What follows belongs to an exercise in optimizing a design on an open flow for small area; a production flow would make more cautious choices. At most, simulation tests tie the RTL to the original design; equivalence was not proved. Power figures rest on the tool's default switching activity, not on a simulated workload.

== north ==
Design ohlc_bar_aggregator_top, start of the top module:
module ohlc_bar_aggregator_top (
  input  wire logic                  clk_i,
  input  wire logic                  rst_ni,
  input  wire logic                  trade_valid_i,
  output logic                       trade_ready_o,
  input  wire logic [TIME_W-1:0]     trade_time_i,
  input  wire logic [PRICE_W-1:0]    trade_price_i,
  input  wire logic                  trade_end_of_batch_i,
  output logic                       bar_valid_o,
  input  wire logic                  bar_ready_i,
  output logic [TIME_W-1:0]          bar_time_o,
  output logic [PRICE_W-1:0]         bar_open_o,
  output logic [PRICE_W-1:0]         bar_high_o,
  output logic [PRICE_W-1:0]         bar_low_o,
  output logic [PRICE_W-1:0]         bar_close_o,
  output logic [1:0]                 bar_kind_o,
  output logic                       bar_gaps_dropped_o,
  output logic                       bar_last_result_o,
  input  wire logic                  psel,
  input  wire logic                  penable,
  input  wire logic                  pwrite,
  input  wire logic [APB_ADDR_W-1:0] paddr,
  input  wire logic [APB_DATA_W-1:0] pwdata,
  output logic [APB_DATA_W-1:0]      prdata,
  output logic                       pready
);
  localparam logic [3:0] S_IDLE = 4'd0;    
  localparam logic [3:0] S_F1   = 4'd1;    
  localparam logic [3:0] S_F2   = 4'd2;    
  localparam logic [3:0] S_FB   = 4'd3;    
  localparam logic [3:0] S_DIV0 = 4'd4;    
  localparam logic [3:0] S_DIV  = 4'd5;    
  localparam logic [3:0] S_NB1  = 4'd6;    
  localparam logic [3:0] S_SET  = 4'd7;    
  localparam logic [3:0] S_GINC = 4'd8;    
  localparam logic [3:0] S_GAP  = 4'd9;    
  localparam logic [3:0] S_PST1 = 4'd10;   
  localparam logic [3:0] S_PST2 = 4'd11;   
  localparam logic [3:0] S_U1   = 4'd12;   
  localparam logic [3:0] S_U2   = 4'd13;   
  localparam logic [3:0] S_NB2  = 4'd14;   
  ...
For scale: roughly 280 flip-flops, ~350 I/O pins.
clock: 10.0 ns
lec_check: 0
abc_area: 1
cap_margin: 0
core_margin: 2
core_utilization: 40
cts_buf_list: sky130_fd_sc_hd__clkbuf_4
place_density: 0.6
slew_margin: 0
standard.sh (not shown) runs the stock make flow with config.mk's settings and CLKGATE_MAP_FILE= SYNTH_SCRIPT=/design/flow/synth_recipe.tcl, a recipe that flattens the netlist after the stock synthesis.
==> flow/flow/run.sh <==
#!/bin/bash
set -euo pipefail
export BUFFER_PORTS_ARGS="-buffer_cell sky130_fd_sc_hd__buf_1"
export CTS_ARGS="-sink_clustering_enable -repair_clock_nets -dont_use_dummy_load -buf_list {sky130_fd_sc_hd__clkbuf_4 sky130_fd_sc_hd__clkbuf_8} -sink_clustering_size 12 -sink_clustering_max_diameter 100"
bash standard.sh > standard.log 2>&1
No crash in north: every stage finished, but the layout fails its final checks due to setup timing.
Relative to north, the following input files were edited for south:
diff --git a/flow/design.v b/flow/design.v
--- a/flow/design.v
+++ b/flow/design.v
@@ -75,96 +75,104 @@
     if (!rst_ni) begin
       bw_q <= BIN_WIDTH_RESET;
     end else if (psel && penable && pwrite && (paddr == 2'd0)) begin
       bw_q <= pwdata[BW_W-1:0];
     end
   end
   assign pready = 1'b1;
   assign prdata = (paddr == 2'd0) ? APB_DATA_W'(bw_q) : '0;
   logic [BW_W-1:0]    w;
   wire                beyond;
+  wire  [END_W-1:0]   n;
   logic [BW_W:0]      a;
   wire  [BW_W+1:0]    dsub;
   logic               fits;
   logic [BW_W-1:0]    rn;
   logic [BW_W-1:0]    s;
   logic [5:0]         q2;
   logic [GAP_W-1:0]   qn;
   logic [GAP_W:0]     g;
   logic               drop_c;
   logic [GAP_W-1:0]   shown;
   logic               sel_tw;
-  logic               cmp;     
-  logic               use_cf;
+  logic [1:0]         ncf_q;   
   logic [1:0]         scf_q;   
   logic [1:0]         wt_q;    
   logic               ok;
   logic [TIME_W-1:0]  xop;
-  logic [END_W-1:0]   yop;
+  logic [BW_W-1:0]    yop;
   wire  [END_W-1:0]   sum;
   logic               take_x;
+  wire  [END_W:0]     nc;      
   wire  [BW_W+2:0]    dc;      
   wire  [END_W:0]     sc;      
   wire  [PRICE_W:0]   hc;      
   wire  [PRICE_W:0]   lc;      
   wire                p_gt_h;
   wire                p_lt_l;
   always_comb begin
     w      = (bw_q == '0) ? BW_W'(1) : bw_q;
     a      = (st_q == S_PST2) ? {1'b0, rem_q} : {rem_q, nbit_q};
     sel_tw = (st_q == S_F2) || (st_q == S_GINC) || (st_q == S_PST2);
     xop    = sel_tw ? t_q : trade_time_i;
-    cmp    = (st_q == S_IDLE) || (st_q == S_DIV0) || (st_q == S_DIV);
-    use_cf = sel_tw || cmp;
   end
   always_comb begin
     fits   = !dsub[BW_W+1];
     rn     = fits ? dsub[BW_W-1:0] : a[BW_W-1:0];
     s      = ~dsub[BW_W-1:0];           
     q2     = {gcnt_q, fits};
     qn     = (q2 > 6'd17) ? GAP_W'(17) : q2[GAP_W-1:0];
     g      = {1'b0, gcnt_q} + {5'd0, !filled_q};
     drop_c = g > 6'd16;
     shown  = drop_c ? GAP_W'(16) : g[GAP_W-1:0];
-    yop    = (st_q == S_PST2) ? END_W'(s) : (sel_tw ? END_W'(w) : (cmp ? ~e_q : '0));
+    yop    = (st_q == S_PST2) ? s : (sel_tw ? w : '0);
     take_x = ((st_q == S_NB1) && bar_ready_i) || ((st_q == S_SET) && !filled_q);
   end
+  wire [END_W-1:0] nx = {1'b0, trade_time_i};
+  wire [END_W-1:0] ny = ~e_q;
+  assign nc[0] = 1'b0;
+  for (genvar i = 0; i < END_W; i++) begin : g_n
+    wire c = (i == 11) ? ncf_q[0] : ((i == 22) ? ncf_q[1] : nc[i]);
+    assign n[i]    = nx[i] ^ ny[i] ^ c;
+    assign nc[i+1] = (nx[i] & ny[i]) | (nx[i] & c) | (ny[i] & c);
+  end
+  assign beyond = nc[END_W];
   wire [BW_W+1:0] dx = {1'b0, a};
   wire [BW_W+1:0] dy = {2'b11, ~w};
   assign dc[0] = 1'b1;
   for (genvar i = 0; i < BW_W + 2; i++) begin : g_d
     assign dsub[i]  = dx[i] ^ dy[i] ^ dc[i];
     assign dc[i+1]  = (dx[i] & dy[i]) | (dx[i] & dc[i]) | (dy[i] & dc[i]);
   end
   wire [END_W-1:0] sx = {1'b0, xop};
-  wire [END_W-1:0] sy = yop;
+  wire [END_W-1:0] sy = {16'd0, yop};
   assign sc[0] = 1'b0;
   for (genvar i = 0; i < END_W; i++) begin : g_s
-    wire c = (i == 11) ? (scf_q[0] & use_cf) : ((i == 22) ? (scf_q[1] & use_cf) : sc[i]);
+    wire c = (i == 11) ? (scf_q[0] & sel_tw) : ((i == 22) ? (scf_q[1] & sel_tw) : sc[i]);
     assign sum[i]   = sx[i] ^ sy[i] ^ c;
     assign sc[i+1]  = (sx[i] & sy[i]) | (sx[i] & c) | (sy[i] & c);
   end
-  assign beyond = sc[END_W];
   assign hc[0] = 1'b0;
   assign lc[0] = 1'b0;
   for (genvar i = 0; i < PRICE_W; i++) begin : g_c
     assign hc[i+1] = (p_q[i] & ~h_q[i]) | (p_q[i] & hc[i]) | (~h_q[i] & hc[i]);
     assign lc[i+1] = (l_q[i] & ~p_q[i]) | (l_q[i] & lc[i]) | (~p_q[i] & lc[i]);
   end
   assign p_gt_h = hc[PRICE_W];
   assign p_lt_l = lc[PRICE_W];
   assign ok = (wt_q == 2'd2);
   always_ff @(posedge clk_i) begin
+    ncf_q <= {nc[22], nc[11]};
     scf_q <= {sc[22], sc[11]};
     if ((st_d != st_q) || ((st_q == S_IDLE) && !trade_valid_i)) wt_q <= 2'd0;
     else if (!ok) wt_q <= wt_q + 2'd1;
-    nbit_q <= sum[~cnt_q];
+    nbit_q <= n[~cnt_q];
   end
   always_ff @(posedge clk_i or negedge rst_ni) begin
     if (!rst_ni) begin
       cnt_q <= '0;
     end else begin
       cnt_q <= cnt_q + 5'd1;
     end
   end
   always_comb begin
     st_d = st_q;
==> summary.txt <==
The sole clean run among south and north is south. Final checks on north, whose flow otherwise completed, came back failing, citing setup timing. Cmp south vs north: post-placement setup slack higher in south. Re utilization: north was higher than south. [south] final design area excluding fillers rose 1.7% relative to north. Achievable frequency was lower in north than in south. On south: fraction of power spent switching nets is 3.6 points lower than what north gave. Between south and north, it is south whose placed standard-cell area is higher, by about 2%. Looking at final clock period utilization by the worst path, south sits 6.8 points below north. A capturing instance or port of the critical path of t_q[21]$_DFFE_PP_ is what south shows, while nbit_q$_DFF_P_ belongs to north. south: die extent in y 1.2% above north.
The RTL of north was laid out without a check of its function.

==> static timing again, ports no longer ideal <==
In the flow no input, the clock included, has a driving cell. The finished layouts below were timed again as built, in two steps.
Step 1 sets driving cells, clkbuf_16 on the clock port and buf_2 on the other inputs (assumed; they add their load-dependent delay and slew).
Step 2, shift: input delay + t, output delay - t, t = (earliest + latest rising clock arrival at the registers) / 2. This alone moves slack from input paths to output paths.
a / b / c = ideal / step 1 / step 2; a / b = the first two.
run	t (ns)	setup WS [ns]	hold slack, ns	slew at the worst register clock pin (ns)
north	0.618	-0.280 / -0.280 / -0.280	0.469 / 0.469 / 0.469	0.09 / 0.09
south	0.608	0.397 / 0.397 / 0.397	0.463 / 0.463 / 0.463	0.09 / 0.09
